Source: an optimization exercise on an open RTL-to-GDS flow (aim: small area). Production flows keep margins and buffers that such runs may drop.
RTL that was checked went through simulation tests only; none was proved equivalent to the original.
Only the layout flow was run in run 6; the RTL was not checked for function there.
No activity file was given, so power comes from the tool's default toggle rates. The flow treats the clock pin as an ideal source, which a real chip does not have.

`config.mk`:
```
export PLATFORM = sky130hd
export DESIGN_NAME = double_ended_queue_top
export DESIGN_NICKNAME = double_ended_queue_top
export VERILOG_FILES = /design/flow/design.v
export SDC_FILE = /design/flow/constraint.sdc
export NUM_CORES = 4
export LEC_CHECK = 0
export CAP_MARGIN = 20
export CORE_MARGIN = 2
export CORE_UTILIZATION = 60
export SLEW_MARGIN = 20
export SYNTH_HIERARCHICAL = 1
```
`constraint.sdc`:
```
create_clock -name core_clock -period 5.0 [get_ports {clock}]
set_input_delay 1.0000 -clock core_clock [delete_from_list [all_inputs] [get_ports {clock}]]
set_output_delay 1.0000 -clock core_clock [all_outputs]
set_load 0.01 [all_outputs]
```
`design.v`:
```
`timescale 1ns / 1ps
`timescale 1ns / 1ps
`timescale 1ns / 1ps
`timescale 1ns / 1ps
module double_ended_queue_top (
   input  logic        clock,
   input  logic        reset,
   input  logic        req_tvalid,
   output logic        req_tready,
   input  logic [31:0] req_tdata,
   input  logic [2:0]  req_tuser,
   output logic        rsp_tvalid,
   input  logic        rsp_tready,
   output logic [31:0] rsp_tdata,
   output logic [1:0]  rsp_tuser,
   output logic        rsp_tlast
);
   logic [31:0] mem [16];
   logic [3:0] head_ff, tailp1_ff;
   logic       full_ff, dump_ff;
   logic       rsp_valid_ff, rsp_isdata_ff, rsp_last_ff;
   logic [1:0] rsp_stat_ff;
   logic [3:0] rsp_idx_ff;
   logic       out_free, accept, is_empty;
   logic [3:0] head_dec, head_inc, tailp1_dec, tailp1_inc, idx_inc;
   assign out_free   = !rsp_valid_ff || rsp_tready;
   assign req_tready = !dump_ff && out_free;
   assign accept     = req_tvalid && req_tready;
   assign is_empty   = (head_ff == tailp1_ff) && !full_ff;
   assign head_dec   = head_ff - 4'd1;
   assign head_inc   = head_ff + 4'd1;
   assign tailp1_dec = tailp1_ff - 4'd1;
   assign tailp1_inc = tailp1_ff + 4'd1;
   assign idx_inc    = rsp_idx_ff + 4'd1;
   logic       do_push, do_pop, op_back;
   assign op_back = req_tuser[0];
   assign do_push = accept && (req_tuser[2:1] == 2'b00) && !full_ff;
   assign do_pop  = accept && (req_tuser[2:1] == 2'b01) && !is_empty;
   logic [3:0] waddr;
   assign waddr = op_back ? tailp1_ff : head_dec;
   genvar gi;
   generate
      for (gi = 0; gi < 16; gi++) begin : g_mem
         always_ff @(posedge clock) begin
            if (do_push && waddr == 4'(gi)) mem[gi] <= req_tdata;
         end
      end
   endgenerate
   always_ff @(posedge clock) begin
      if (reset) begin
         head_ff      <= '0;
         tailp1_ff    <= '0;
         full_ff      <= 1'b0;
         dump_ff      <= 1'b0;
         rsp_valid_ff <= 1'b0;
      end else begin
         if (rsp_tready) rsp_valid_ff <= 1'b0;
         if (dump_ff) begin
            if (out_free) begin
               rsp_valid_ff <= 1'b1;
               if (idx_inc == tailp1_dec) dump_ff <= 1'b0;
            end
         end else if (accept) begin
            unique case (req_tuser)
               3'd0, 3'd1: begin
                  rsp_valid_ff <= 1'b1;
                  if (!full_ff) begin
                     if (op_back) tailp1_ff <= tailp1_inc;
                     else         head_ff   <= head_dec;
                     full_ff <= (op_back ? tailp1_inc : tailp1_ff) == (op_back ? head_ff : head_dec);
                  end
               end
               3'd2, 3'd3: begin
                  rsp_valid_ff <= 1'b1;
                  if (!is_empty) begin
                     if (op_back) tailp1_ff <= tailp1_dec;
                     else         head_ff   <= head_inc;
                     full_ff <= 1'b0;
                  end
               end
               3'd4: begin
                  if (is_empty) rsp_valid_ff <= 1'b1;
                  else          dump_ff      <= 1'b1;
               end
               default: begin
               end
            endcase
         end
      end
   end
   always_ff @(posedge clock) begin
      if (dump_ff) begin
         if (out_free) begin
            rsp_idx_ff    <= idx_inc;
            rsp_isdata_ff <= 1'b1;
            rsp_stat_ff   <= 2'd0;
            rsp_last_ff   <= (idx_inc == tailp1_dec);
         end
      end else if (accept) begin
         rsp_last_ff   <= 1'b1;
         rsp_isdata_ff <= do_pop;
         rsp_idx_ff    <= (req_tuser == 3'd4) ? head_dec : (op_back ? tailp1_dec : head_ff);
         rsp_stat_ff   <= (req_tuser[2:1] == 2'b00) ? (full_ff ? 2'd2 : 2'd0) : (is_empty ? 2'd1 : 2'd0);
      end
   end
   logic [15:0] rsel;
   always_comb begin
      for (int i = 0; i < 16; i++) rsel[i] = rsp_isdata_ff && rsp_idx_ff == 4'(i);
   end
   generate
      for (gi = 0; gi < 32; gi++) begin : g_rd
         logic [15:0] col;
         for (genvar j = 0; j < 16; j++) begin : g_col
            assign col[j] = mem[j][gi];
         end
         deq_rd_bit u_rd (.d(col), .s(rsel), .y(rsp_tdata[gi]));
      end
   endgenerate
   assign rsp_tvalid = rsp_valid_ff;
   assign rsp_tuser  = rsp_stat_ff;
   assign rsp_tlast  = rsp_last_ff;
endmodule
module deq_rd_bit (
   input  logic [15:0] d,
   input  logic [15:0] s,
   output logic        y
);
   logic [5:0] n;
   for (genvar k = 0; k < 5; k++) begin : g_aoi
      deq_aoi222 u_aoi (.a(d[3*k+2:3*k]), .b(s[3*k+2:3*k]), .y(n[k]));
   end
   deq_nand2 u_nand (.a(d[15]), .b(s[15]), .y(n[5]));
   deq_nand6 u_or (.a(n), .y(y));
endmodule
module deq_aoi222 (
   input  logic [2:0] a,
   input  logic [2:0] b,
   output logic       y
);
   assign y = !((a[0] & b[0]) | (a[1] & b[1]) | (a[2] & b[2]));
endmodule
module deq_nand2 (
   input  logic a,
   input  logic b,
   output logic y
);
   assign y = !(a & b);
endmodule
module deq_nand6 (
   input  logic [5:0] a,
   output logic       y
);
   assign y = !(&a);
endmodule
```
`flow/run.sh`:
```
#!/bin/bash
# Standard ORFS layout (the standard.sh), with two changes:
#  - port buffers are buf_1 cells instead of the tool's default pick;
#  - CTS clusters more sinks per leaf buffer and adds no dummy loads.
# make's full output goes to standard.log; ORFS keeps each step's log under orfs/logs.
set -euo pipefail
bash standard.sh \
  "BUFFER_PORTS_ARGS=-buffer_cell sky130_fd_sc_hd__buf_1" \
  "CTS_ARGS=-sink_clustering_enable -repair_clock_nets -dont_use_dummy_load -buf_list sky130_fd_sc_hd__clkbuf_16 -sink_clustering_size 32 -sink_clustering_max_diameter 150" \
  finish > standard.log 2>&1
```
`standard.sh`:
```
#!/bin/bash
# synth_recipe.tcl (not shown) runs the flow's synth.tcl, then flattens the netlist and writes it again
# the make line also repeats each setting of config.mk as NAME=value (left out here)
make -C /OpenROAD-flow-scripts/flow DESIGN_CONFIG=/design/flow/config.mk WORK_HOME=/design/flow/orfs CLKGATE_MAP_FILE= SYNTH_SCRIPT=/design/flow/synth_recipe.tcl "${@:-finish}"
```
==> out/qor.csv, run 1 <==
stage,metric,value,unit
run_status,status,"complete, no violations",
min_path,min-delay worst type,register to register,
sta,Least-Margin Pin Slew,888,ps
finish,most frequent cells in the layout,"520 x edfxtp_1, 160 x a222oi_1, 75 x buf_1",
floorplan,DIE WIDTH,184,µm
synth,flop and latch count out of synthesis,531,
synth,Post-synth EDFFs,520,
detailed_routing,drt via density,6.89,
synth,Post-Syn Nets,1045,
floorplan,chip height,184,µm
worst_setup_path,worst endpoint data arrival time,3100,ps
detailed_routing,WL/cell,29.2,µm
finish,"most common cell after layout, fill and taps aside",edfxtp_1,
worst_setup_path,Critical Path Slowest Stage Cell,nor2_4,
worst_setup_path,WP data required,4000,ps
worst_setup_path,worst r2r src,head_ff[0]$_SDFFE_PP0P_,
placement,post-DP HPWL,26300,µm
detailed_routing,Initial DRT Pass Iterations,7,
worst_setup_path,crit path buf inv count,2,
clocking,# clock sinks,531,
finish,ANT cells,0,
worst_setup_path,Crit path largest cell delay,680,ps
pwr,LEAKAGE,6.34,nW
finish,"Design Area, Final",21200,µm²
worst_setup_path,crit end category,output port,
synth,YS warnings,8,
placement,GP Congestion,0.806,
clocking,cts repair resizes,0,
floorplan,Site Rows,65,
global_routing,total grt overflow,0,
worst_setup_path,Worst Setup EP,rsp_tdata[29],
synth,"Seq/Total Area, Yosys",81.9,%
global_routing,largest net degree at the start of global routing,33,
detailed_routing,drt drc,0,
sta,period utilization,82.1,%
worst_setup_path,R2R Setup Slk,1700,ps
detailed_routing,DRT iter0 DRCs,1579,
global_routing,number of global-route vias before repair,10353,
sta,fin crit period,4100,ps
finish,area of the multi-input gates,3590,µm²
finish,register area,15800,µm²
clocking,# Post-CTS Setup Buffers,0,
worst_setup_path,critical path depth,7,
sta,Max-slew headroom,40.6,%
synth,Cells after Synth,998,
synth,post-synth cell types,43,
sta,Slew Limit Fails,0,
global_routing,aggregate global-route resource usage,26.6,%
global_routing,initial antenna violation count,0,
placement,DP Area,20700,µm²
pwr,PwrDens,347,nW/µm²
worst_setup_path,worst setup path startpoint,rsp_idx_ff[3]$_DFFE_PP_,
finish,share of post-route cells with drive strength above 1,9.30,%
floorplan,Core ar.,31600,µm²
sta,unrepaired setup endpoints after global routing,false,
synth,dominant cell type by area after synthesis,edfxtp_1,
clocking,cts hold-fix bufs,0,
sta,Final Skew,30.7,ps
clocking,CTS buffer count,20,
worst_setup_path,R2R depth,8,
detailed_routing,ANT nets after route,0,
sta,setup_tns,0,ps
synth,synth top area cells,"edfxtp_1 81%, a222oi_1 8.3%, and4_1 1.4%",
detailed_routing,routed via count,10472,
clocking,root buffer cell,clkbuf_16,
worst_setup_path,reg-to-reg endpoint,mem[3][7]$_DFFE_PP_,
synth,post-synth top area share,80.8,%
sta,Setup-failing EPs final,0,
synth,share of flip-flops with an asynchronous set or reset,0,%
clocking,Bufs on Longest Clock Path,3,
finish,Nets,1167,
clocking,CTS tree,done,
sta,Hold Fails Final Rpt,0,
floorplan,Ports,76,
sta,maximum clock frequency,0.244,GHz
worst_setup_path,cell family with most CP delay,simple AND/OR/NAND/NOR gates,
clocking,H-tree levels,1,
worst_setup_path,Critical Path Source Type,register,
floorplan,die area,33700,µm²
placement,port bufs,75,
worst_setup_path,critical path class,register to output port,
worst_setup_path,worst-path maximum fanout,18,
clocking,clk slew on worst S/H paths,90,ps
synth,average cell area after synthesis,19.4,µm²
finish,P&R area growth vs syn,9.42,%
detailed_routing,Post-Route WL,44400,µm
pwr,VDD IR max,0.270,mV
finish,Fillers,2098,
floorplan,Initial Util,61.1,%
flow_run,maxcap violations,0,
synth,synthesized cell area,19300,µm²
worst_setup_path,crit-path cells,nand2b_1 > nor2_4 > buf_4 > a222oi_1 > and4_1 > nand3_1 > buf_1,
clocking,Worst-Skew Late Latency,550,ps
global_routing,first-pass GRT wire length,65400,µm
synth,Synth Flop Type,edfxtp_1,
## where the power goes
group	internal [mW]	total, mW	switching, mW
registers	4.92	4.95	0.0255
clock network	0.727	1.93	1.20
logic	0.147	0.471	0.324
## worst min path at each step
stage / from / end / slack (ps) / cells after the start
CTS: tailp1_ff[1]$_SDFFE_PP0P_ / tailp1_ff[1]$_SDFFE_PP0P_ / 660 / 2
floorplan: dump_ff$_SDFF_PP0_ / rsp_isdata_ff$_SDFFCE_PP1P_ / 580 / 1
global placement: tailp1_ff[1]$_SDFFE_PP0P_ / tailp1_ff[1]$_SDFFE_PP0P_ / 640 / 2
global route: head_ff[3]$_SDFFE_PP0P_ / head_ff[3]$_SDFFE_PP0P_ / 720 / 2
detailed placement: tailp1_ff[1]$_SDFFE_PP0P_ / tailp1_ff[1]$_SDFFE_PP0P_ / 640 / 2
finish: tailp1_ff[1]$_SDFFE_PP0P_ / tailp1_ff[1]$_SDFFE_PP0P_ / 650 / 2
## worst reg2reg max path, stage by stage (launching register included)
cell     delay, ps
dfxtp_1        550
inv_1          120
ha_1           370
inv_1          120
mux2i_1        120
nor4b_1        420
nand2_1        320
nor2_4         710
buf_12         290
## logic make-up (layout without fill, tap and decap cells)
| kind of cell | after synthesis | after routing | share of synthesized area (%) |
|---|---|---|---|
| compound gates | 190 | 190 | 9.42 |
| xor+xnor | 24 | 24 | 1.13 |
| fa+ha+maj | 8 | 8 | 0.518 |
| buf+inv | 24 | 144 | 0.751 |
| flops | 531 | 531 | 81.9 |
| mux | 11 | 11 | 0.595 |
| simple gates | 210 | 210 | 5.68 |
## modules after synthesis, one instance, submodules excluded, a selection
module                  area [µm²]  times used  flip-flops and latches  cells inside
deq_nand6                     13.8          32                       0             2
deq_nand2                     3.75          32                       0             1
double_ended_queue_top       17200           1                     531           742
deq_aoi222                    10.0         160                       0             1
## metal layers
layer  global-route usage, %  part of all wire (%)
met2                    45.0                    50
met5                       0                     0
met4                    6.34                   2.2
met1                    38.3                    42
met3                    2.42                   6.6
## stage by stage
stage	total power, mW	setup WS, ps	util, %	hold WS, ps	std cells
after global placement	5.52	1470	65.3	641	1500
after detailed placement	5.52	1450	65.3	644	1500
after CTS	7.38	881	66.9	658	1520
after floorplan	5.30	1180	-	576	998
after global routing	7.55	751	66.9	717	1520
final	7.34	897	66.9	655	1520
## state kept, by name, indices dropped and copies added, names as in the netlist
signal and cells:
mem 512, head_ff 4, rsp_idx_ff 4, tailp1_ff 4, rsp_stat_ff 2, dump_ff 1, full_ff 1, rsp_isdata_ff 1
rsp_last_ff 1, rsp_valid_ff 1
## synthesized netlist by cell type, types with 2 or more instances
| cell | count |
|---|---|
| nand2b_1 | 8 |
| a31o_1 | 2 |
| o21ai_0 | 7 |
| and4_1 | 32 |
| xnor2_1 | 10 |
| nor2b_1 | 4 |
| nor4b_1 | 2 |
| nand2_1 | 58 |
| xor2_1 | 13 |
| nor2_1 | 46 |
| clkbuf_8 | 4 |
| nand3_1 | 39 |
| nand3b_1 | 3 |
| nand4_1 | 3 |
| buf_4 | 2 |
| dfxtp_1 | 11 |
| a222oi_1 | 160 |
| o21a_1 | 3 |
| buf_2 | 6 |
| inv_1 | 9 |
| a22oi_1 | 2 |
| mux2_2 | 4 |
| nor4_1 | 2 |
| a31oi_1 | 2 |
| nor3_1 | 7 |
| mux2i_1 | 7 |
| clkbuf_1 | 3 |
| a211oi_1 | 2 |
| a21oi_1 | 7 |
| ha_1 | 8 |
| edfxtp_1 | 520 |
## layout make-up
type | count | share of cell area, %
Inverter | 9 | 0.160
Multi-Input combinational cell | 443 | 17.0
Clock buffer | 20 | 2.37
Timing Repair Buffer | 115 | 3.28
Sequential cell | 531 | 74.9
Tap cell | 402 | 2.38
==> inputs of run 2 (changes only) <==
--- a/design.v
+++ b/design.v
@@ -38,11 +38,13 @@
    assign do_pop  = accept && (req_tuser[2:1] == 2'b01) && !is_empty;
    logic [3:0] waddr;
    assign waddr = op_back ? tailp1_ff : head_dec;
+   logic [15:0] we;
+   deq_dec u_wdec (.en(do_push), .a(waddr), .y(we));
    genvar gi;
    generate
       for (gi = 0; gi < 16; gi++) begin : g_mem
          always_ff @(posedge clock) begin
-            if (do_push && waddr == 4'(gi)) mem[gi] <= req_tdata;
+            if (we[gi]) mem[gi] <= req_tdata;
          end
       end
    endgenerate
@@ -104,9 +106,7 @@
       end
    end
    logic [15:0] rsel;
-   always_comb begin
-      for (int i = 0; i < 16; i++) rsel[i] = rsp_isdata_ff && rsp_idx_ff == 4'(i);
-   end
+   deq_dec u_rdec (.en(rsp_isdata_ff), .a(rsp_idx_ff), .y(rsel));
    generate
       for (gi = 0; gi < 32; gi++) begin : g_rd
          logic [15:0] col;
@@ -119,6 +119,29 @@
    assign rsp_tvalid = rsp_valid_ff;
    assign rsp_tuser  = rsp_stat_ff;
    assign rsp_tlast  = rsp_last_ff;
+endmodule
+module deq_dec (
+   input  logic        en,
+   input  logic [3:0]  a,
+   output logic [15:0] y
+);
+   logic [3:0] lo, hi;
+   always_comb begin
+      for (int k = 0; k < 4; k++) begin
+         lo[k] = en && a[1:0] == 2'(k);
+         hi[k] = a[3:2] == 2'(k);
+      end
+   end
+   for (genvar i = 0; i < 16; i++) begin : g_and
+      deq_and2 u_and (.a(lo[i % 4]), .b(hi[i / 4]), .y(y[i]));
+   end
+endmodule
+module deq_and2 (
+   input  logic a,
+   input  logic b,
+   output logic y
+);
+   assign y = a & b;
 endmodule
 module deq_rd_bit (
    input  logic [15:0] d,
--- a/config.mk
+++ b/config.mk
@@ -7,6 +7,6 @@
 export LEC_CHECK = 0
 export CAP_MARGIN = 20
 export CORE_MARGIN = 2
-export CORE_UTILIZATION = 60
+export CORE_UTILIZATION = 70
 export SLEW_MARGIN = 20
 export SYNTH_HIERARCHICAL = 1
==> run 2 against run 1 <==
Compared with the run above: area after synthesis about the same; largest power group unchanged; first-iteration DRC count up 3.1%; global-route usage up 2.0 points; critical path depth down 1; register-to-register slack better by 350 ps; still clean on timing, DRC and antenna; total power down 1.4%.
==> out/qor.csv, run 2 <==
stage,metric,value,unit,change
sta,hold_ws,596,ps,was 655 ps
global_routing,largest net degree at the start of global routing,33,,unchanged
run_status,status,"complete, no violations",,unchanged
finish,Nets,1127,,was 1167
floorplan,Site Rows,60,,was 65
synth,mux cell area share after synthesis,0.596,%,was 0.595%
finish,max FFs per register,512,,unchanged
worst_setup_path,worst-path maximum fanout,17,,was 18
synth,Post-Syn Nets,1027,,was 1045
pwr,Psw,1.46,mW,was 1.55 mW
pwr,Total Power,7.24,mW,was 7.34 mW
synth,post-synth cell types,46,,was 43
pwr,switching part of the total,20.1,%,was 21.1%
synth,"Seq/Total Area, Yosys",81.9,%,about the same
finish,share of post-route cells with drive strength above 1,6.38,%,was 9.30%
finish,register with the most flip-flops,mem,,unchanged
finish,area of the multi-input gates,3390,µm²,was 3590 µm²
placement,post-DP HPWL,23200,µm,was 26300 µm
synth,leading cell type by number of instances after synthesis,edfxtp_1,,unchanged
floorplan,DIE WIDTH,170,µm,was 184 µm
synth,synthesized-area fraction occupied by adder cells,0.324,%,was 0.518%
clocking,Worst-Skew Late Latency,540,ps,was 550 ps
finish,ANT cells,0,,unchanged
clocking,cts repair resizes,0,,unchanged
floorplan,Ports,76,,unchanged
floorplan,chip height,170,µm,was 184 µm
worst_setup_path,critical path class,register to output port,,unchanged
sta,fin crit period,4130,ps,was 4100 ps
sta,Slew Limit Fails,0,,unchanged
clocking,CTS tree,done,,unchanged
synth,Synth Flop Type,edfxtp_1,,unchanged
clocking,# Post-CTS Setup Buffers,0,,unchanged
synth,average cell area after synthesis,19.7,µm²,was 19.4 µm²
placement,GP Congestion,0.797,,was 0.806
synth,complex-gate fraction of the synthesized area,9.31,%,was 9.42%
synth,synth top area cells,"edfxtp_1 81%, a222oi_1 8.3%, and4_1 1.5%",,"was edfxtp_1 81%, a222oi_1 8.3%, and4_1 1.4%"
synth,synthesized cell area,19300,µm²,about the same
sta,setup_tns,0,ps,unchanged
synth,dominant cell type by area after synthesis,edfxtp_1,,unchanged
floorplan,Core ar.,27000,µm²,was 31600 µm²
synth,Post-synth EDFFs,520,,unchanged
floorplan,die area,28900,µm²,was 33700 µm²
sta,Least-Margin Pin Slew,1100,ps,was 888 ps
synth,xor/xnor share of the synthesized area,1.09,%,was 1.13%
placement,dpl cells,1402,,was 1500
worst_setup_path,crit-path cells,and3b_1 > and2_1 > buf_4 > a222oi_1 > nand3_1 > buf_1,,was nand2b_1 > nor2_4 > buf_4 > a222oi_1 > and4_1 > nand3_1 > buf_1
worst_setup_path,crit end category,output port,,unchanged
sta,period utilization,82.6,%,was 82.1%
detailed_routing,DRT iter0 DRCs,1628,,was 1579
pwr,sequential share of power,68.2,%,was 67.4%
pwr,VDD IR max,0.354,mV,was 0.270 mV
detailed_routing,WL/cell,28.6,µm,was 29.2 µm
worst_setup_path,R2R depth,6,,was 8
worst_setup_path,Critical Path Source Type,register,,unchanged
synth,largest family of logic cells by synthesized area,compound AO/OA/AOI/OAI gates,,unchanged
pwr,logic gate share of total power,5.7,%,was 6.4%
min_path,WHS Path Cells,2,,unchanged
sta,Hold Fails Final Rpt,0,,unchanged
pwr,Power Internal,5.78,mW,was 5.80 mW
finish,"Cell Count, Final, Fillers Out",1422,,was 1520
detailed_routing,routed via count,10402,,was 10472
synth,Commonest cells post-synth,"520 x edfxtp_1, 160 x a222oi_1, 43 x nand2_1",,"was 520 x edfxtp_1, 160 x a222oi_1, 58 x nand2_1"
sta,unrepaired setup endpoints after global routing,false,,unchanged
global_routing,first-pass GRT wire length,61100,µm,was 65400 µm
clocking,root buffer cell,clkbuf_16,,unchanged
clocking,H-tree levels,1,,unchanged
flow_run,maxcap violations,0,,unchanged
sta,Setup-failing EPs final,0,,unchanged
worst_setup_path,WP data required,4000,ps,about the same
pwr,Clock power frac,26.1,%,was 26.2%
floorplan,Initial Util,71.5,%,was 61.1%
sta,Final Skew,35.8,ps,was 30.7 ps
detailed_routing,ANT nets after route,0,,unchanged
detailed_routing,Initial DRT Pass Iterations,11,,was 7
worst_setup_path,Critical Path Slowest Stage Cell,and2_1,,was nor2_4
global_routing,total grt overflow,0,,unchanged
synth,post-synth top area share,80.8,%,about the same
clocking,cts hold-fix bufs,0,,unchanged
placement,port bufs,75,,unchanged
detailed_routing,Post-Route WL,40700,µm,was 44400 µm
clocking,# clock sinks,531,,unchanged
synth,Cells after Synth,983,,was 998
finish,"most common cell after layout, fill and taps aside",edfxtp_1,,unchanged
global_routing,aggregate global-route resource usage,28.6,%,was 26.6%
synth,YS warnings,9,,was 8
clocking,clk slew on worst S/H paths,90,ps,about the same
detailed_routing,drt via density,7.32,,was 6.89
sta,maximum clock frequency,0.242,GHz,was 0.244 GHz
detailed_routing,drt drc,0,,unchanged
synth,share of flip-flops with an asynchronous set or reset,0,%,unchanged
clocking,CTS buffer count,20,,unchanged
worst_setup_path,Crit path largest cell delay,830,ps,was 680 ps
finish,Fillers,1529,,was 2098
finish,P&R area growth vs syn,6.60,%,was 9.42%
clocking,Bufs on Longest Clock Path,3,,unchanged
global_routing,initial antenna violation count,1,,was 0
synth,flop and latch count out of synthesis,531,,unchanged
finish,final core occ,76.2,%,was 66.9%
pwr,LEAKAGE,6.23,nW,was 6.34 nW
synth,synthesized-area fraction occupied by and/or/nand/nor cells,6.14,%,was 5.68%
min_path,min-delay worst type,register to register,,unchanged
pwr,PwrDens,351,nW/µm²,was 347 nW/µm²
global_routing,number of global-route vias before repair,10259,,was 10353
sta,Max-slew headroom,26.9,%,was 40.6%
finish,register area,15800,µm²,unchanged
worst_setup_path,worst endpoint data arrival time,3130,ps,was 3100 ps
finish,most frequent cells in the layout,"520 x edfxtp_1, 160 x a222oi_1, 75 x buf_1",,unchanged
run 2: metrics by stage:
stage	worst slack [ps]	area (µm²)
floorplan	1520	19300
global placement	1520	20100
detailed placement	1430	20100
CTS	912	20600
global route	747	20600
finish	871	20600
run 2: area by class of cell:
type	count	area share, %
repair buffers	92	1.99
clock buffers	20	2.43
well taps	341	2.07
inverters	9	0.164
multi-input cells	429	16.5
flip-flops and latches	531	76.9
run 2: worst max-delay path: cells and delay by family (launching register included):
kind / cells / cell delay, ps
simple gates: 3 / 1340
buf+inv: 2 / 590
flops: 1 / 530
compound gates: 1 / 160
run 2: logic make-up after synthesis:
kind of cell               count (synthesis)
AOI/OAI and AO/OA                        190
and+or+nand+nor                          199
xor gates and xnor gates                  24
muxes                                     11
adders and majority gates                  5
DFF                                      531
buffers and inverters                     23
run 2: routing by layer:
layer,GRT usage [%],wire (µm),up-vias
met2,47.8,20100,575
li1,-,-,4504
met1,42.1,15800,5264
met3,3.09,3920,57
met4,6.06,825,2
met5,0,13,-
run 2: worst paths after layout:
path / from / to / slack (ps)
max: rsp_idx_ff[0]$_DFFE_PP_ / rsp_tdata[10] / 870
max reg2reg: head_ff[0]$_SDFFE_PP0P_ / mem[5][10]$_DFFE_PP_ / 2050
min: tailp1_ff[3]$_SDFFE_PP0P_ / tailp1_ff[3]$_SDFFE_PP0P_ / 600
min reg2reg: tailp1_ff[3]$_SDFFE_PP0P_ / tailp1_ff[3]$_SDFFE_PP0P_ / 600
run 2: power by group through the flow:
stage / clock [mW] / combinational [mW] / sequential [mW]
2_1_floorplan: 0 / 0.236 / 5.03
3_3_place_gp: 0 / 0.402 / 5.04
3_5_place_dp: 0 / 0.410 / 5.04
4_1_cts: 1.91 / 0.412 / 4.94
5_1_grt: 2.05 / 0.451 / 4.94
6_report: 1.89 / 0.411 / 4.94
run 2: modules after synthesis (local to each module, per instance), a selection:
| module | cell area [µm²] | copies in the design | flops+latches |
|---|---|---|---|
| double_ended_queue_top | 16800 | 1 | 531 |
| deq_nand6 | 13.8 | 32 | 0 |
| deq_nand2 | 3.75 | 32 | 0 |
| deq_and2 | 6.26 | 32 | 0 |
| deq_aoi222 | 10.0 | 160 | 0 |
| deq_dec | 62.6 | 2 | 0 |
==> inputs of run 3 (changes only) <==
--- a/config.mk
+++ b/config.mk
@@ -7,6 +7,6 @@
 export LEC_CHECK = 0
 export CAP_MARGIN = 20
 export CORE_MARGIN = 2
-export CORE_UTILIZATION = 70
+export CORE_UTILIZATION = 60
 export SLEW_MARGIN = 20
 export SYNTH_HIERARCHICAL = 1
==> run 3 against run 2 <==
Compared with the run above: sequential share of layout area barely moved; final area is essentially flat; clock skew increased by 1.0 ps; synthesized cell count is the same; still clean.
==> out/qor.csv, run 3 <==
stage,metric,value,unit,change
run_status,status,"complete, no violations",,unchanged
pwr,Total Power,7.27,mW,was 7.24 mW
placement,port bufs,75,,unchanged
synth,dominant cell type by area after synthesis,edfxtp_1,,unchanged
synth,flop and latch count out of synthesis,531,,unchanged
finish,"most common cell after layout, fill and taps aside",edfxtp_1,,unchanged
sta,Hold Fails Final Rpt,0,,unchanged
synth,synthesized-area fraction occupied by and/or/nand/nor cells,6.14,%,unchanged
floorplan,Site Rows,65,,was 60
detailed_routing,DRT iter0 DRCs,1436,,was 1628
clocking,CTS tree,done,,unchanged
clocking,# clock sinks,531,,unchanged
clocking,root buffer cell,clkbuf_16,,unchanged
min_path,min-delay worst type,register to register,,unchanged
synth,Post-synth EDFFs,520,,unchanged
synth,Commonest cells post-synth,"520 x edfxtp_1, 160 x a222oi_1, 43 x nand2_1",,unchanged
worst_setup_path,WP data required,4000,ps,about the same
worst_setup_path,R2R Setup Slk,1990,ps,was 2050 ps
worst_setup_path,crit path buf inv count,1,,was 2
worst_setup_path,R2R depth,6,,unchanged
clocking,cts hold-fix bufs,0,,unchanged
placement,GP Congestion,0.776,,was 0.797
synth,average cell area after synthesis,19.7,µm²,unchanged
synth,post-synth top area share,80.8,%,unchanged
finish,Nets,1116,,was 1127
worst_setup_path,worst-path maximum fanout,32,,was 17
pwr,LEAKAGE,6.18,nW,was 6.23 nW
worst_setup_path,cell family with most CP delay,simple AND/OR/NAND/NOR gates,,unchanged
detailed_routing,Initial DRT Pass Iterations,9,,was 11
floorplan,DIE WIDTH,183,µm,was 170 µm
sta,setup_tns,0,ps,unchanged
sta,maximum clock frequency,0.243,GHz,was 0.242 GHz
floorplan,Core ar.,31600,µm²,was 27000 µm²
finish,most frequent cells in the layout,"520 x edfxtp_1, 160 x a222oi_1, 75 x buf_1",,unchanged
synth,Post-Syn Nets,1027,,unchanged
pwr,switching part of the total,20.4,%,was 20.1%
synth,post-synth cell types,46,,unchanged
global_routing,largest net degree at the start of global routing,33,,unchanged
synth,"Seq/Total Area, Yosys",81.9,%,unchanged
detailed_routing,routed via count,10254,,was 10402
finish,max FFs per register,512,,unchanged
synth,share of flip-flops with an asynchronous set or reset,0,%,unchanged
pwr,PwrDens,353,nW/µm²,was 351 nW/µm²
synth,largest family of logic cells by synthesized area,compound AO/OA/AOI/OAI gates,,unchanged
finish,register with the most flip-flops,mem,,unchanged
synth,xor/xnor share of the synthesized area,1.09,%,unchanged
min_path,WHS Path Cells,2,,unchanged
placement,DP Area,20100,µm²,about the same
detailed_routing,drt via density,6.97,,was 7.32
floorplan,Initial Util,61.1,%,was 71.5%
clocking,cts repair resizes,0,,unchanged
placement,post-DP HPWL,23900,µm,was 23200 µm
worst_setup_path,crit end category,output port,,unchanged
floorplan,Ports,76,,unchanged
clocking,Worst-Skew Late Latency,550,ps,was 540 ps
synth,mux cell area share after synthesis,0.596,%,unchanged
pwr,Power Internal,5.78,mW,about the same
synth,Cells after Synth,983,,unchanged
clocking,Bufs on Longest Clock Path,3,,unchanged
pwr,Clock power frac,26.3,%,was 26.1%
sta,Slew Limit Fails,0,,unchanged
pwr,sequential share of power,68.0,%,was 68.2%
sta,Setup WS post-layout,878,ps,was 871 ps
worst_setup_path,Crit path largest cell delay,740,ps,was 830 ps
worst_setup_path,Critical Path Slowest Stage Cell,and2_2,,was and2_1
global_routing,number of global-route vias before repair,10082,,was 10259
detailed_routing,drt drc,0,,unchanged
global_routing,total grt overflow,0,,unchanged
finish,P&R area growth vs syn,6.66,%,was 6.60%
detailed_routing,ANT nets after route,0,,unchanged
worst_setup_path,worst endpoint data arrival time,3120,ps,was 3130 ps
pwr,VDD IR max,0.283,mV,was 0.354 mV
global_routing,initial antenna violation count,0,,was 1
pwr,logic gate share of total power,5.7,%,about the same
synth,leading cell type by number of instances after synthesis,edfxtp_1,,unchanged
sta,Setup-failing EPs final,0,,unchanged
synth,synth top area cells,"edfxtp_1 81%, a222oi_1 8.3%, and4_1 1.5%",,unchanged
pwr,Psw,1.48,mW,was 1.46 mW
synth,YS warnings,9,,unchanged
finish,share of post-route cells with drive strength above 1,6.82,%,was 6.38%
worst_setup_path,Critical Path Source Type,register,,unchanged
sta,hold_ws,586,ps,was 596 ps
placement,dpl ws,1450,ps,was 1430 ps
worst_setup_path,crit-path cells,and3b_1 > and2_2 > a222oi_1 > and4_1 > nand3_1 > buf_1,,was and3b_1 > and2_1 > buf_4 > a222oi_1 > nand3_1 > buf_1
worst_setup_path,critical path depth,6,,unchanged
clocking,clk slew on worst S/H paths,120,ps,was 90 ps
sta,Max-slew headroom,27.4,%,was 26.9%
floorplan,chip height,183,µm,was 170 µm
clocking,H-tree levels,1,,unchanged
flow_run,maxcap violations,0,,unchanged
global_routing,first-pass GRT wire length,63400,µm,was 61100 µm
sta,fin crit period,4120,ps,was 4130 ps
clocking,# Post-CTS Setup Buffers,0,,unchanged
placement,dpl cells,1452,,was 1402
clocking,CTS buffer count,20,,unchanged
synth,Synth Flop Type,edfxtp_1,,unchanged
worst_setup_path,critical path class,register to output port,,unchanged
finish,ANT cells,0,,unchanged
floorplan,die area,33700,µm²,was 28900 µm²
finish,"Design Area, Final",20600,µm²,about the same
sta,unrepaired setup endpoints after global routing,false,,unchanged
finish,"Cell Count, Final, Fillers Out",1472,,was 1422
detailed_routing,Post-Route WL,42800,µm,was 40700 µm
sta,Least-Margin Pin Slew,1090,ps,was 1100 ps
global_routing,aggregate global-route resource usage,25.4,%,was 28.6%
sta,period utilization,82.4,%,was 82.6%
synth,synthesized-area fraction occupied by adder cells,0.324,%,unchanged
detailed_routing,WL/cell,29.1,µm,was 28.6 µm
synth,complex-gate fraction of the synthesized area,9.31,%,unchanged
finish,final core occ,65.1,%,was 76.2%
sta,Final Skew,36.8,ps,was 35.8 ps
synth,synthesized cell area,19300,µm²,unchanged
-- run 3: cell count changes in the layout (fill, tap and decap cells not counted) --
cell	previous run	this run
and2_1	17	2
and2_2	18	33
buf_4	17	6
-- run 3: worst paths after layout --
path | from | endpoint
setup / recovery | rsp_idx_ff[0]$_DFFE_PP_ | rsp_tdata[10]
hold / removal | tailp1_ff[3]$_SDFFE_PP0P_ | tailp1_ff[3]$_SDFFE_PP0P_
setup reg to reg | head_ff[0]$_SDFFE_PP0P_ | mem[7][11]$_DFFE_PP_
hold reg to reg | tailp1_ff[3]$_SDFFE_PP0P_ | tailp1_ff[3]$_SDFFE_PP0P_
-- run 3: cell families after synthesis --
group                    Yosys count
multiplexers                      11
AO/OA/AOI/OAI                    190
buffers and inverters             23
adder cells (fa/ha/maj)            5
flip-flops                       531
AND/OR/NAND/NOR                  199
XOR/XNOR                          24
-- run 3: worst min-delay path: cells and delay by family, from the launching register on --
family	cells	cell delay (ps)
DFF	1	390
AOI/OAI and AO/OA	2	160
-- run 3: routing by layer --
layer / share of wire (%) / up-vias / routed length (µm) / track usage [%]
li1: - / 4482 / - / -
met5: 0 / - / 0 / 0
met1: 42 / 5340 / 18000 / 36.6
met2: 50 / 393 / 21400 / 43.3
met3: 6.6 / 39 / 2840 / 2.93
met4: 1.3 / 0 / 569 / 4.32
-- run 3: layout make-up --
| class | instances | area [µm²] |
|---|---|---|
| flip-flops and latches | 531 | 15800 |
| fillers | 2158 | 11000 |
| multi-input cells | 429 | 3410 |
| well taps | 402 | 503 |
| clock buffers | 20 | 500 |
| repair buffers | 81 | 327 |
| inverters | 9 | 33.8 |
-- run 3: power by group through the flow --
stage	Sequential, mW	Clock [mW]	Combinational (mW)
finish	4.94	1.91	0.413
global route	4.94	2.08	0.454
CTS	4.94	1.95	0.418
detailed placement	5.04	0	0.417
global placement	5.04	0	0.411
floorplan	5.03	0	0.236
-- run 3: per-module statistics from Yosys, one instance, submodules excluded, excerpt --
module,flops+latches,cell area [µm²],cells inside
double_ended_queue_top,531,16800,679
deq_dec,0,62.6,8
deq_nand6,0,13.8,2
deq_aoi222,0,10.0,1
deq_and2,0,6.26,1
deq_nand2,0,3.75,1
==> inputs of run 4 (changes only) <==
--- a/flow/run.sh
+++ b/flow/run.sh
@@ -6,5 +6,5 @@
 set -euo pipefail
 bash standard.sh \
   "BUFFER_PORTS_ARGS=-buffer_cell sky130_fd_sc_hd__buf_1" \
-  "CTS_ARGS=-sink_clustering_enable -repair_clock_nets -dont_use_dummy_load -buf_list sky130_fd_sc_hd__clkbuf_16 -sink_clustering_size 32 -sink_clustering_max_diameter 150" \
+  "CTS_ARGS=-sink_clustering_enable -repair_clock_nets -dont_use_dummy_load -buf_list sky130_fd_sc_hd__clkbuf_8 -sink_clustering_size 18 -sink_clustering_max_diameter 60" \
   finish > standard.log 2>&1
==> run 4 against run 3 <==
Compared with the run above: still clean; non-clock buffer count unchanged; sequential share of layout area about the same; largest power group unchanged; flip-flop and latch count unchanged; cell count up 1.2%; global-route usage up 0.26 points; routed wire length up 0.87%; critical path depth up 1; clock power about the same; register-to-register slack better by 70 ps; fmax up 0.37%.
==> out/qor.csv, run 4 <==
stage,metric,value,unit,change
worst_setup_path,Critical Path Slowest Stage Cell,and2_1,,was and2_2
placement,post-DP HPWL,23900,µm,unchanged
clocking,CTS buffer count,37,,was 20
floorplan,DIE WIDTH,183,µm,unchanged
finish,P&R area growth vs syn,6.71,%,was 6.66%
worst_setup_path,crit path buf inv count,2,,was 1
clocking,H-tree levels,2,,was 1
finish,Fillers,2163,,was 2158
global_routing,total grt overflow,0,,unchanged
worst_setup_path,crit end category,output port,,unchanged
global_routing,aggregate global-route resource usage,25.7,%,was 25.4%
sta,period utilization,82.1,%,was 82.4%
flow_run,maxcap violations,0,,unchanged
global_routing,first-pass GRT wire length,63800,µm,was 63400 µm
clocking,# clock sinks,531,,unchanged
synth,Commonest cells post-synth,"520 x edfxtp_1, 160 x a222oi_1, 43 x nand2_1",,unchanged
worst_setup_path,cell family with most CP delay,simple AND/OR/NAND/NOR gates,,unchanged
sta,Slew Limit Fails,0,,unchanged
placement,port bufs,75,,unchanged
global_routing,initial antenna violation count,0,,unchanged
placement,DP Area,20100,µm²,unchanged
floorplan,die area,33700,µm²,unchanged
synth,"Seq/Total Area, Yosys",81.9,%,unchanged
floorplan,Core ar.,31600,µm²,unchanged
clocking,Bufs on Longest Clock Path,3,,unchanged
detailed_routing,drt via density,6.94,,was 6.97
finish,most frequent cells in the layout,"520 x edfxtp_1, 160 x a222oi_1, 75 x buf_1",,unchanged
sta,Max-slew headroom,28.2,%,was 27.4%
pwr,LEAKAGE,6.20,nW,was 6.18 nW
synth,dominant cell type by area after synthesis,edfxtp_1,,unchanged
sta,maximum clock frequency,0.243,GHz,about the same
synth,mux cell area share after synthesis,0.596,%,unchanged
floorplan,Site Rows,65,,unchanged
floorplan,chip height,183,µm,unchanged
detailed_routing,Post-Route WL,43200,µm,was 42800 µm
synth,largest family of logic cells by synthesized area,compound AO/OA/AOI/OAI gates,,unchanged
clocking,# Post-CTS Setup Buffers,0,,unchanged
synth,flop and latch count out of synthesis,531,,unchanged
clocking,root buffer cell,clkbuf_8,,was clkbuf_16
worst_setup_path,WP data required,4000,ps,about the same
worst_setup_path,critical path class,register to output port,,unchanged
finish,Nets,1133,,was 1116
synth,Cells after Synth,983,,unchanged
finish,register with the most flip-flops,mem,,unchanged
sta,Setup-failing EPs final,0,,unchanged
detailed_routing,WL/cell,29.0,µm,was 29.1 µm
worst_setup_path,worst endpoint data arrival time,3110,ps,was 3120 ps
sta,Final Skew,69.8,ps,was 36.8 ps
synth,complex-gate fraction of the synthesized area,9.31,%,unchanged
detailed_routing,ANT nets after route,0,,unchanged
synth,Post-Syn Nets,1027,,unchanged
finish,max FFs per register,512,,unchanged
global_routing,largest net degree at the start of global routing,33,,unchanged
synth,Synth Flop Type,edfxtp_1,,unchanged
sta,setup_tns,0,ps,unchanged
worst_setup_path,Critical Path Source Type,register,,unchanged
floorplan,Initial Util,61.1,%,unchanged
clocking,cts repair resizes,0,,unchanged
synth,post-synth top area share,80.8,%,unchanged
finish,share of post-route cells with drive strength above 1,8.28,%,was 6.82%
worst_setup_path,Crit path largest cell delay,610,ps,was 740 ps
finish,"Design Area, Final",20600,µm²,about the same
synth,average cell area after synthesis,19.7,µm²,unchanged
detailed_routing,DRT iter0 DRCs,1475,,was 1436
synth,Post-synth EDFFs,520,,unchanged
sta,Least-Margin Pin Slew,1080,ps,was 1090 ps
synth,synthesized-area fraction occupied by adder cells,0.324,%,unchanged
clocking,clk slew on worst S/H paths,90,ps,was 120 ps
clocking,CTS tree,done,,unchanged
worst_setup_path,crit-path cells,nor3b_2 > and2_1 > buf_4 > a222oi_1 > and4_1 > nand3_1 > buf_1,,was and3b_1 > and2_2 > a222oi_1 > and4_1 > nand3_1 > buf_1
sta,Hold Fails Final Rpt,0,,unchanged
synth,share of flip-flops with an asynchronous set or reset,0,%,unchanged
sta,unrepaired setup endpoints after global routing,false,,unchanged
synth,leading cell type by number of instances after synthesis,edfxtp_1,,unchanged
pwr,VDD IR max,0.249,mV,was 0.283 mV
pwr,PwrDens,351,nW/µm²,was 353 nW/µm²
synth,synthesized-area fraction occupied by and/or/nand/nor cells,6.14,%,unchanged
worst_setup_path,worst-path maximum fanout,21,,was 32
synth,synthesized cell area,19300,µm²,unchanged
global_routing,number of global-route vias before repair,10193,,was 10082
clocking,cts hold-fix bufs,0,,unchanged
synth,xor/xnor share of the synthesized area,1.09,%,unchanged
detailed_routing,Initial DRT Pass Iterations,12,,was 9
finish,final core occ,65.2,%,was 65.1%
synth,YS warnings,9,,unchanged
placement,GP Congestion,0.776,,unchanged
finish,ANT cells,0,,unchanged
synth,synth top area cells,"edfxtp_1 81%, a222oi_1 8.3%, and4_1 1.5%",,unchanged
synth,post-synth cell types,46,,unchanged
sta,fin crit period,4110,ps,was 4120 ps
detailed_routing,drt drc,0,,unchanged
min_path,min-delay worst type,register to register,,unchanged
clocking,Worst-Skew Late Latency,570,ps,was 550 ps
finish,"most common cell after layout, fill and taps aside",edfxtp_1,,unchanged
detailed_routing,routed via count,10338,,was 10254
floorplan,Ports,76,,unchanged
run_status,status,"complete, no violations",,unchanged
-- run 4: path summary, 6_finish.rpt --
path | from | cells after the start | to | slack [ps]
worst max-delay path | rsp_idx_ff[0]$_DFFE_PP_ | 7 | rsp_tdata[8] | 890
worst min-delay path | tailp1_ff[3]$_SDFFE_PP0P_ | 2 | tailp1_ff[3]$_SDFFE_PP0P_ | 580
worst max register to register | head_ff[0]$_SDFFE_PP0P_ | 6 | mem[7][0]$_DFFE_PP_ | 2060
worst min register to register | tailp1_ff[3]$_SDFFE_PP0P_ | 2 | tailp1_ff[3]$_SDFFE_PP0P_ | 580
-- run 4: layer usage --
metal	routed length, µm	GRT usage [%]
met5	0	0
met4	507	4.64
met3	3200	3.31
met2	21500	43.4
met1	18000	37.0
-- run 4: logic make-up after synthesis --
family / count (synthesis)
fa+ha+maj: 5
simple gates: 199
buf+inv: 23
flops: 531
xor+xnor: 24
compound gates: 190
mux: 11
-- run 4: area by class of cell --
class / instances / area (µm²) / area share, %
Sequential cell: 531 / 15800 / 76.8
Multi-Input combinational cell: 429 / 3410 / 16.5
Clock buffer: 37 / 509 / 2.47
Tap cell: 402 / 503 / 2.44
Timing Repair Buffer: 81 / 327 / 1.58
Inverter: 9 / 33.8 / 0.164
-- run 4: through the flow --
stage | hold WS, ps | cells | worst slack, ps | total power, mW
2_1_floorplan | 522 | 983 | 1520 | 5.27
3_3_place_gp | 560 | 1452 | 1560 | 5.45
3_5_place_dp | 568 | 1452 | 1450 | 5.46
4_1_cts | 577 | 1489 | 917 | 7.29
5_1_grt | 633 | 1489 | 738 | 7.47
6_report | 579 | 1489 | 893 | 7.23
-- run 4: worst min-delay path, delay by kind of cell, from the launching register on --
kind | cells | cell delay [ps]
AOI/OAI and AO/OA | 2 | 160
DFF | 1 | 370
-- run 4: where the power goes --
| part | total (mW) | internal [mW] | switching (mW) |
|---|---|---|---|
| clock network | 1.88 | 0.669 | 1.21 |
| registers | 4.94 | 4.92 | 0.0209 |
| logic | 0.413 | 0.135 | 0.279 |
| total | 7.23 | 5.72 | 1.51 |
-- run 4: modules after synthesis (local to each module, per instance), a selection --
module / times used / area (µm²) / cells
deq_nand6: 32 / 13.8 / 2
deq_and2: 32 / 6.26 / 1
deq_nand2: 32 / 3.75 / 1
deq_dec: 2 / 62.6 / 8
double_ended_queue_top: 1 / 16800 / 679
deq_aoi222: 160 / 10.0 / 1
==> inputs of run 5 (changes only) <==
--- a/flow/run.sh
+++ b/flow/run.sh
@@ -6,5 +6,5 @@
 set -euo pipefail
 bash standard.sh \
   "BUFFER_PORTS_ARGS=-buffer_cell sky130_fd_sc_hd__buf_1" \
-  "CTS_ARGS=-sink_clustering_enable -repair_clock_nets -dont_use_dummy_load -buf_list sky130_fd_sc_hd__clkbuf_8 -sink_clustering_size 18 -sink_clustering_max_diameter 60" \
+  "CTS_ARGS=-sink_clustering_enable -repair_clock_nets -dont_use_dummy_load -buf_list sky130_fd_sc_hd__clkbuf_16 -sink_clustering_size 36 -sink_clustering_max_diameter 80" \
   finish > standard.log 2>&1
==> run 5 against run 4 <==
Compared with the run above: still clean; final area is essentially flat; register-to-register slack is essentially flat; sequential share of layout area is essentially flat; area after synthesis is the same; synthesized cell count is the same.
==> out/qor.csv, run 5 <==
stage,metric,value,unit,change
synth,synthesized-area fraction occupied by and/or/nand/nor cells,6.14,%,unchanged
min_path,min-delay worst type,register to register,,unchanged
global_routing,number of global-route vias before repair,10111,,was 10193
synth,xor/xnor share of the synthesized area,1.09,%,unchanged
synth,average cell area after synthesis,19.7,µm²,unchanged
worst_setup_path,cell family with most CP delay,simple AND/OR/NAND/NOR gates,,unchanged
worst_setup_path,Crit path largest cell delay,750,ps,was 610 ps
synth,synth top area cells,"edfxtp_1 81%, a222oi_1 8.3%, and4_1 1.5%",,unchanged
sta,Max-slew headroom,26.3,%,was 28.2%
floorplan,DIE WIDTH,183,µm,unchanged
finish,most frequent cells in the layout,"520 x edfxtp_1, 160 x a222oi_1, 75 x buf_1",,unchanged
sta,Slew Limit Fails,0,,unchanged
placement,post-DP HPWL,23900,µm,unchanged
detailed_routing,WL/cell,29.2,µm,was 29.0 µm
synth,synthesized-area fraction occupied by adder cells,0.324,%,unchanged
synth,Post-synth EDFFs,520,,unchanged
synth,post-synth cell types,46,,unchanged
worst_setup_path,crit-path cells,and3b_1 > and2_2 > a222oi_1 > and4_1 > nand3_1 > buf_1,,was nor3b_2 > and2_1 > buf_4 > a222oi_1 > and4_1 > nand3_1 > buf_1
pwr,logic gate share of total power,5.7,%,about the same
finish,share of post-route cells with drive strength above 1,6.82,%,was 8.28%
synth,Post-Syn Nets,1027,,unchanged
worst_setup_path,crit end category,output port,,unchanged
detailed_routing,Initial DRT Pass Iterations,7,,was 12
synth,Commonest cells post-synth,"520 x edfxtp_1, 160 x a222oi_1, 43 x nand2_1",,unchanged
floorplan,Core ar.,31600,µm²,unchanged
sta,setup_tns,0,ps,unchanged
detailed_routing,drt drc,0,,unchanged
pwr,PwrDens,352,nW/µm²,was 351 nW/µm²
finish,final core occ,65.1,%,was 65.2%
global_routing,largest net degree at the start of global routing,37,,was 33
sta,Least-Margin Pin Slew,1110,ps,was 1080 ps
placement,GP Congestion,0.776,,unchanged
min_path,hold wc startpoint,tailp1_ff[3]$_SDFFE_PP0P_,,unchanged
clocking,Worst-Skew Late Latency,560,ps,was 570 ps
sta,fin crit period,4100,ps,was 4110 ps
synth,flop and latch count out of synthesis,531,,unchanged
synth,synthesized cell area,19300,µm²,unchanged
global_routing,total grt overflow,0,,unchanged
synth,leading cell type by number of instances after synthesis,edfxtp_1,,unchanged
synth,post-synth top area share,80.8,%,unchanged
worst_setup_path,worst setup path startpoint,rsp_idx_ff[0]$_DFFE_PP_,,unchanged
flow_run,maxcap violations,0,,unchanged
synth,complex-gate fraction of the synthesized area,9.31,%,unchanged
pwr,Clock power frac,26.3,%,was 26.0%
sta,Hold Fails Final Rpt,0,,unchanged
worst_setup_path,Critical Path Slowest Stage Cell,and2_2,,was and2_1
finish,P&R area growth vs syn,6.66,%,was 6.71%
detailed_routing,drt via density,6.97,,was 6.94
placement,port bufs,75,,unchanged
floorplan,chip height,183,µm,unchanged
synth,dominant cell type by area after synthesis,edfxtp_1,,unchanged
clocking,cts repair resizes,0,,unchanged
worst_setup_path,worst r2r src,dump_ff$_SDFF_PP0_,,was head_ff[0]$_SDFFE_PP0P_
sta,period utilization,82.1,%,about the same
detailed_routing,routed via count,10267,,was 10338
pwr,LEAKAGE,6.18,nW,was 6.20 nW
detailed_routing,DRT iter0 DRCs,1428,,was 1475
floorplan,Initial Util,61.1,%,unchanged
clocking,Bufs on Longest Clock Path,3,,unchanged
global_routing,first-pass GRT wire length,63400,µm,was 63800 µm
pwr,VDD IR max,0.274,mV,was 0.249 mV
pwr,Psw,1.48,mW,was 1.51 mW
pwr,switching part of the total,20.4,%,was 20.8%
floorplan,Site Rows,65,,unchanged
pwr,Power Internal,5.78,mW,was 5.72 mW
detailed_routing,Post-Route WL,43000,µm,was 43200 µm
sta,Final Skew,62.5,ps,was 69.8 ps
finish,"most common cell after layout, fill and taps aside",edfxtp_1,,unchanged
sta,maximum clock frequency,0.244,GHz,was 0.243 GHz
run_status,status,"complete, no violations",,unchanged
sta,Setup-failing EPs final,0,,unchanged
synth,YS warnings,9,,unchanged
clocking,CTS tree,done,,unchanged
synth,largest family of logic cells by synthesized area,compound AO/OA/AOI/OAI gates,,unchanged
finish,ANT cells,0,,unchanged
finish,Nets,1116,,was 1133
global_routing,initial antenna violation count,0,,unchanged
clocking,H-tree levels,1,,was 2
synth,Cells after Synth,983,,unchanged
clocking,CTS buffer count,20,,was 37
synth,mux cell area share after synthesis,0.596,%,unchanged
worst_setup_path,worst-path maximum fanout,32,,was 21
worst_setup_path,worst endpoint data arrival time,3100,ps,was 3110 ps
global_routing,aggregate global-route resource usage,25.4,%,was 25.7%
clocking,root buffer cell,clkbuf_16,,was clkbuf_8
worst_setup_path,WP data required,4000,ps,about the same
sta,unrepaired setup endpoints after global routing,false,,unchanged
clocking,clk slew on worst S/H paths,100,ps,was 90 ps
worst_setup_path,Critical Path Source Type,register,,unchanged
clocking,# clock sinks,531,,unchanged
pwr,Total Power,7.26,mW,was 7.23 mW
clocking,cts hold-fix bufs,0,,unchanged
floorplan,Ports,76,,unchanged
pwr,sequential share of power,68.0,%,was 68.3%
synth,share of flip-flops with an asynchronous set or reset,0,%,unchanged
finish,max FFs per register,512,,unchanged
clocking,# Post-CTS Setup Buffers,0,,unchanged
finish,register with the most flip-flops,mem,,unchanged
floorplan,die area,33700,µm²,unchanged
worst_setup_path,crit path buf inv count,1,,was 2
detailed_routing,ANT nets after route,0,,unchanged
synth,Synth Flop Type,edfxtp_1,,unchanged
worst_setup_path,critical path class,register to output port,,unchanged
synth,"Seq/Total Area, Yosys",81.9,%,unchanged
[run 5: final cells by class]
cell class                      instances  area, µm²
Sequential cell                       531      15800
Fill cell                            2165      11000
Multi-Input combinational cell        429       3410
Tap cell                              402        503
Clock buffer                           20        500
Timing Repair Buffer                   81        327
Inverter                                9       33.8
[run 5: worst reg2reg max path, stage by stage (launching register included)]
cell and delay [ps]:
dfxtp_1 460, nor2_1 270, nand2_1 140, nor4_1 440, nor3b_2 330, and2_2 900
[run 5: per-stage QoR]
stage	hold WS [ps]	setup WS (ps)	area [µm²]	instances
floorplan	522	1520	19300	983
global placement	560	1560	20100	1452
detailed placement	568	1450	20100	1452
CTS	576	897	20600	1472
global route	633	765	20600	1472
finish	580	895	20600	1472
[run 5: per-module statistics from Yosys (local to each module, per instance), excerpt]
module                  cell area, µm²  cells inside  copies in the design  flip-flops and latches
deq_nand6                         13.8             2                    32                       0
deq_aoi222                        10.0             1                   160                       0
deq_and2                          6.26             1                    32                       0
deq_nand2                         3.75             1                    32                       0
double_ended_queue_top           16800           679                     1                     531
deq_dec                           62.6             8                     2                       0
[run 5: kinds of logic (layout without fill, tap and decap cells)]
family	Yosys count	in the layout
fa+ha+maj	5	5
xor+xnor	24	24
buf+inv	23	110
compound gates	190	190
mux	11	11
simple gates	199	199
flops	531	531
[run 5: power groups by stage]
stage	logic [mW]	registers (mW)	clock network, mW
floorplan	0.236	5.03	0
global placement	0.411	5.04	0
detailed placement	0.417	5.04	0
CTS	0.418	4.94	1.96
global route	0.453	4.94	2.08
finish	0.414	4.94	1.91
[run 5: final timing paths]
path	endpoint	slack, ps	depth (start not counted)
setup reg to reg	mem[4][30]$_DFFE_PP_	2050	5
hold reg to reg	tailp1_ff[3]$_SDFFE_PP0P_	580	2
setup / recovery	rsp_tdata[10]	900	6
hold / removal	tailp1_ff[3]$_SDFFE_PP0P_	580	2
[run 5: layer usage]
metal	global-route usage [%]	share of wire [%]	up-vias
met5	0	0	-
met2	43.5	50	432
met3	2.67	7.0	38
met1	36.6	42	5316
li1	-	-	4481
met4	4.38	1.3	0
==> inputs of run 6 (changes only) <==
--- a/design.v
+++ b/design.v
@@ -38,13 +38,15 @@
    assign do_pop  = accept && (req_tuser[2:1] == 2'b01) && !is_empty;
    logic [3:0] waddr;
    assign waddr = op_back ? tailp1_ff : head_dec;
-   logic [15:0] we;
-   deq_dec u_wdec (.en(do_push), .a(waddr), .y(we));
+   logic [15:0] we_lo, we_hi;
+   deq_dec u_wdec_lo (.en(do_push), .a(waddr), .y(we_lo));
+   deq_dec u_wdec_hi (.en(do_push), .a(waddr), .y(we_hi));
    genvar gi;
    generate
       for (gi = 0; gi < 16; gi++) begin : g_mem
          always_ff @(posedge clock) begin
-            if (we[gi]) mem[gi] <= req_tdata;
+            if (we_lo[gi]) mem[gi][15:0]  <= req_tdata[15:0];
+            if (we_hi[gi]) mem[gi][31:16] <= req_tdata[31:16];
          end
       end
    endgenerate
@@ -105,15 +107,16 @@
          rsp_stat_ff   <= (req_tuser[2:1] == 2'b00) ? (full_ff ? 2'd2 : 2'd0) : (is_empty ? 2'd1 : 2'd0);
       end
    end
-   logic [15:0] rsel;
-   deq_dec u_rdec (.en(rsp_isdata_ff), .a(rsp_idx_ff), .y(rsel));
+   logic [15:0] rsel_lo, rsel_hi;
+   deq_dec u_rdec_lo (.en(rsp_isdata_ff), .a(rsp_idx_ff), .y(rsel_lo));
+   deq_dec u_rdec_hi (.en(rsp_isdata_ff), .a(rsp_idx_ff), .y(rsel_hi));
    generate
       for (gi = 0; gi < 32; gi++) begin : g_rd
          logic [15:0] col;
          for (genvar j = 0; j < 16; j++) begin : g_col
             assign col[j] = mem[j][gi];
          end
-         deq_rd_bit u_rd (.d(col), .s(rsel), .y(rsp_tdata[gi]));
+         deq_rd_bit u_rd (.d(col), .s(gi < 16 ? rsel_lo : rsel_hi), .y(rsp_tdata[gi]));
       end
    endgenerate
    assign rsp_tvalid = rsp_valid_ff;
@@ -125,23 +128,9 @@
    input  logic [3:0]  a,
    output logic [15:0] y
 );
-   logic [3:0] lo, hi;
    always_comb begin
-      for (int k = 0; k < 4; k++) begin
-         lo[k] = en && a[1:0] == 2'(k);
-         hi[k] = a[3:2] == 2'(k);
-      end
+      for (int i = 0; i < 16; i++) y[i] = en && a == 4'(i);
    end
-   for (genvar i = 0; i < 16; i++) begin : g_and
-      deq_and2 u_and (.a(lo[i % 4]), .b(hi[i / 4]), .y(y[i]));
-   end
-endmodule
-module deq_and2 (
-   input  logic a,
-   input  logic b,
-   output logic y
-);
-   assign y = a & b;
 endmodule
 module deq_rd_bit (
    input  logic [15:0] d,
--- a/flow/run.sh
+++ b/flow/run.sh
@@ -6,5 +6,5 @@
 set -euo pipefail
 bash standard.sh \
   "BUFFER_PORTS_ARGS=-buffer_cell sky130_fd_sc_hd__buf_1" \
-  "CTS_ARGS=-sink_clustering_enable -repair_clock_nets -dont_use_dummy_load -buf_list sky130_fd_sc_hd__clkbuf_16 -sink_clustering_size 36 -sink_clustering_max_diameter 80" \
+  "CTS_ARGS=-sink_clustering_enable -repair_clock_nets -dont_use_dummy_load -buf_list sky130_fd_sc_hd__clkbuf_16 -sink_clustering_size 32 -sink_clustering_max_diameter 150" \
   finish > standard.log 2>&1
==> run 6 against run 5 <==
Compared with the run above: register-to-register slack got worse by 460 ps; worst setup slack worse by 290 ps; non-clock buffer count up 52; flip-flop and latch count stayed put; final area rose by 3.2%; count of clock-buffer cells in the layout did not move; clock skew down 40 ps; routed wire length up 4.5%; critical path type unchanged; critical endpoint is now rsp_tdata[7]; largest cell class unchanged; largest power group unchanged.
==> out/qor.csv, run 6 <==
stage,metric,value,unit,change
sta,Hold Fails Final Rpt,0,,unchanged
worst_setup_path,Crit path largest cell delay,900,ps,was 750 ps
sta,Max-slew headroom,27.0,%,was 26.3%
synth,dominant cell type by area after synthesis,edfxtp_1,,unchanged
synth,leading cell type by number of instances after synthesis,edfxtp_1,,unchanged
floorplan,DIE WIDTH,184,µm,was 183 µm
global_routing,total grt overflow,0,,unchanged
worst_setup_path,crit-path cells,nand2_1 > nor2_1 > buf_4 > a222oi_1 > and4_1 > nand3_1 > buf_1,,was and3b_1 > and2_2 > a222oi_1 > and4_1 > nand3_1 > buf_1
finish,most frequent cells in the layout,"520 x edfxtp_1, 160 x a222oi_1, 75 x buf_1",,unchanged
floorplan,Core ar.,31700,µm²,was 31600 µm²
sta,Least-Margin Pin Slew,1070,ps,was 1110 ps
detailed_routing,drt drc,0,,unchanged
worst_setup_path,Critical Path Source Type,register,,unchanged
floorplan,die area,33900,µm²,was 33700 µm²
finish,"most common cell after layout, fill and taps aside",edfxtp_1,,unchanged
floorplan,Ports,76,,unchanged
pwr,LEAKAGE,6.42,nW,was 6.18 nW
pwr,Psw,1.53,mW,was 1.48 mW
placement,post-DP HPWL,27400,µm,was 23900 µm
clocking,CTS tree,done,,unchanged
sta,Slew Limit Fails,0,,unchanged
detailed_routing,drt via density,6.89,,was 6.97
finish,final core occ,67.0,%,was 65.1%
sta,Final Skew,22.4,ps,was 62.5 ps
sta,Setup-failing EPs final,0,,unchanged
placement,dpl cells,1547,,was 1452
synth,share of flip-flops with an asynchronous set or reset,0,%,unchanged
floorplan,Initial Util,61.4,%,was 61.1%
placement,DP Area,20700,µm²,was 20100 µm²
pwr,VDD IR max,0.291,mV,was 0.274 mV
worst_setup_path,crit path buf inv count,2,,was 1
sta,setup_tns,0,ps,unchanged
synth,"Seq/Total Area, Yosys",81.3,%,was 81.9%
detailed_routing,Initial DRT Pass Iterations,9,,was 7
clocking,# Post-CTS Setup Buffers,0,,unchanged
synth,Commonest cells post-synth,"520 x edfxtp_1, 160 x a222oi_1, 60 x nor2_1",,"was 520 x edfxtp_1, 160 x a222oi_1, 43 x nand2_1"
sta,maximum clock frequency,0.227,GHz,was 0.244 GHz
floorplan,chip height,184,µm,was 183 µm
detailed_routing,WL/cell,28.7,µm,was 29.2 µm
synth,Post-synth EDFFs,520,,unchanged
global_routing,first-pass GRT wire length,65900,µm,was 63400 µm
placement,GP Congestion,0.758,,was 0.776
synth,YS warnings,9,,unchanged
pwr,sequential share of power,67.6,%,was 68.0%
detailed_routing,Post-Route WL,45000,µm,was 43000 µm
clocking,cts hold-fix bufs,0,,unchanged
detailed_routing,ANT nets after route,0,,unchanged
pwr,PwrDens,344,nW/µm²,was 352 nW/µm²
synth,synth top area cells,"edfxtp_1 80%, a222oi_1 8.2%, and4_1 1.4%",,"was edfxtp_1 81%, a222oi_1 8.3%, and4_1 1.5%"
worst_setup_path,R2R Setup Slk,1590,ps,was 2050 ps
synth,Synth Flop Type,edfxtp_1,,unchanged
finish,"Design Area, Final",21300,µm²,was 20600 µm²
finish,register with the most flip-flops,mem,,unchanged
synth,synthesized cell area,19500,µm²,was 19300 µm²
pwr,logic gate share of total power,6.3,%,was 5.7%
worst_setup_path,cell family with most CP delay,simple AND/OR/NAND/NOR gates,,unchanged
synth,Cells after Synth,1027,,was 983
pwr,Clock power frac,26.1,%,was 26.3%
min_path,min-delay worst type,register to register,,unchanged
pwr,Power Internal,5.79,mW,was 5.78 mW
synth,post-synth top area share,80.2,%,was 80.8%
clocking,root buffer cell,clkbuf_16,,unchanged
worst_setup_path,crit end category,output port,,unchanged
worst_setup_path,critical path class,register to output port,,unchanged
global_routing,initial antenna violation count,1,,was 0
placement,port bufs,75,,unchanged
clocking,Bufs on Longest Clock Path,3,,unchanged
floorplan,Site Rows,65,,unchanged
clocking,Worst-Skew Late Latency,540,ps,was 560 ps
clocking,cts repair resizes,0,,unchanged
detailed_routing,DRT iter0 DRCs,1646,,was 1428
clocking,H-tree levels,1,,unchanged
flow_run,maxcap violations,0,,unchanged
synth,average cell area after synthesis,19.0,µm²,was 19.7 µm²
finish,max FFs per register,512,,unchanged
clocking,CTS buffer count,20,,unchanged
pwr,switching part of the total,20.9,%,was 20.4%
global_routing,largest net degree at the start of global routing,33,,was 37
finish,Nets,1212,,was 1116
clocking,clk slew on worst S/H paths,120,ps,was 100 ps
worst_setup_path,Critical Path Slowest Stage Cell,edfxtp_1,,was and2_2
finish,"Cell Count, Final, Fillers Out",1569,,was 1472
worst_setup_path,WP data required,4000,ps,about the same
sta,Setup WS post-layout,602,ps,was 895 ps
global_routing,aggregate global-route resource usage,26.8,%,was 25.4%
worst_setup_path,worst endpoint data arrival time,3400,ps,was 3100 ps
sta,hold_ws,599,ps,was 580 ps
placement,dpl ws,1220,ps,was 1450 ps
global_routing,number of global-route vias before repair,10550,,was 10111
sta,unrepaired setup endpoints after global routing,false,,unchanged
synth,post-synth cell types,43,,was 46
clocking,# clock sinks,531,,unchanged
sta,fin crit period,4400,ps,was 4100 ps
pwr,Total Power,7.32,mW,was 7.26 mW
worst_setup_path,worst-path maximum fanout,18,,was 32
run_status,status,"complete, no violations",,unchanged
synth,flop and latch count out of synthesis,531,,unchanged
finish,share of post-route cells with drive strength above 1,11.5,%,was 6.82%
synth,Post-Syn Nets,1071,,was 1027
detailed_routing,routed via count,10813,,was 10267
sta,period utilization,88.0,%,was 82.1%
finish,P&R area growth vs syn,9.20,%,was 6.66%
run 6: changes by cell type after synthesis, moves of 8 or more:
cell / before / now
nor3_1: 6 / 18
nand3b_1: 1 / 9
and2_1: 33 / 1
nand2b_1: 3 / 11
nor2_1: 14 / 60
run 6: path summary, 6_finish.rpt:
path | depth (start not counted) | end | start
max reg2reg | 6 | mem[13][8]$_DFFE_PP_ | head_ff[0]$_SDFFE_PP0P_
min reg2reg | 2 | tailp1_ff[3]$_SDFFE_PP0P_ | tailp1_ff[3]$_SDFFE_PP0P_
max | 7 | rsp_tdata[7] | rsp_idx_ff[0]$_DFFE_PP_
min | 2 | tailp1_ff[3]$_SDFFE_PP0P_ | tailp1_ff[3]$_SDFFE_PP0P_
run 6: routing by layer:
layer	global-route usage, %	part of all wire, %
met1	40.1	42
met2	41.1	46
met3	5.49	10
met4	6.72	2.1
met5	0	0
run 6: cells by family (layout without fill, tap and decap cells):
kind of cell | Yosys count | in the layout | synth area share, %
DFF | 531 | 531 | 81.3
and+or+nand+nor | 243 | 243 | 6.84
AOI/OAI and AO/OA | 190 | 190 | 9.24
xor gates and xnor gates | 24 | 24 | 1.08
buffers and inverters | 23 | 162 | 0.591
muxes | 11 | 11 | 0.591
adders and majority gates | 5 | 5 | 0.321
other | 0 | 1 | 0
run 6: per-module statistics from Yosys (local to each module, per instance), excerpt:
| module | cells inside | cell area (µm²) |
|---|---|---|
| deq_aoi222 | 1 | 10.0 |
| deq_nand6 | 2 | 13.8 |
| deq_nand2 | 1 | 3.75 |
| deq_dec | 23 | 118 |
| double_ended_queue_top | 679 | 16800 |
run 6: power by group through the flow:
| stage | clock, mW | sequential [mW] | combinational (mW) |
|---|---|---|---|
| after detailed placement | 0 | 5.05 | 0.460 |
| after CTS | 1.95 | 4.95 | 0.461 |
| after floorplan | 0 | 5.04 | 0.252 |
| after global routing | 2.08 | 4.96 | 0.505 |
| after global placement | 0 | 5.05 | 0.453 |
| final | 1.91 | 4.95 | 0.461 |
run 6: tightest hold or removal path: cells and delay by family (launching register included):
| family | cells | cell delay, ps |
|---|---|---|
| AO/OA/AOI/OAI | 2 | 170 |
| flip-flops | 1 | 400 |
run 6: layout make-up:
class	count	area (µm²)
Sequential cell	531	15800
Timing Repair Buffer	133	721
Clock buffer	20	500
Tap cell	402	503
Inverter	9	33.8
Multi-Input combinational cell	473	3660
Antenna cell	1	2.50
Fill cell	2163	10500

[what the ideal ports hide]
The flow's constraints put no driver on any port. The routed layouts listed below were extracted and timed again, unchanged, in two steps.
Step 1 sets driving cells, clkbuf_16 on the clock port and buf_2 on the other inputs (assumed; they add their load-dependent delay and slew).
Step 2 also shifts input and output timing later by t, the mid clock arrival at the registers, as if the neighbouring blocks saw the same clock.
Three values: no drivers, after step 1, after step 2; two values: the first two.
run	t (ns)	slack for setup (ns)	hold slack, ns	pins driven straight from the clock port
run 1	0.589	0.897 / 0.844 / 1.432	0.655 / 0.655 / 0.655	1
run 2	0.575	0.871 / 0.819 / 1.394	0.596 / 0.596 / 0.596	1
run 3	0.589	0.878 / 0.822 / 1.401	0.586 / 0.586 / 0.586	1
run 4	0.580	0.893 / 0.845 / 1.411	0.579 / 0.579 / 0.579	1
run 5	0.578	0.895 / 0.842 / 1.407	0.580 / 0.580 / 0.580	1
run 6	0.589	0.602 / 0.551 / 1.140	0.599 / 0.599 / 0.599	1
After both steps setup and hold are still met in every run listed.
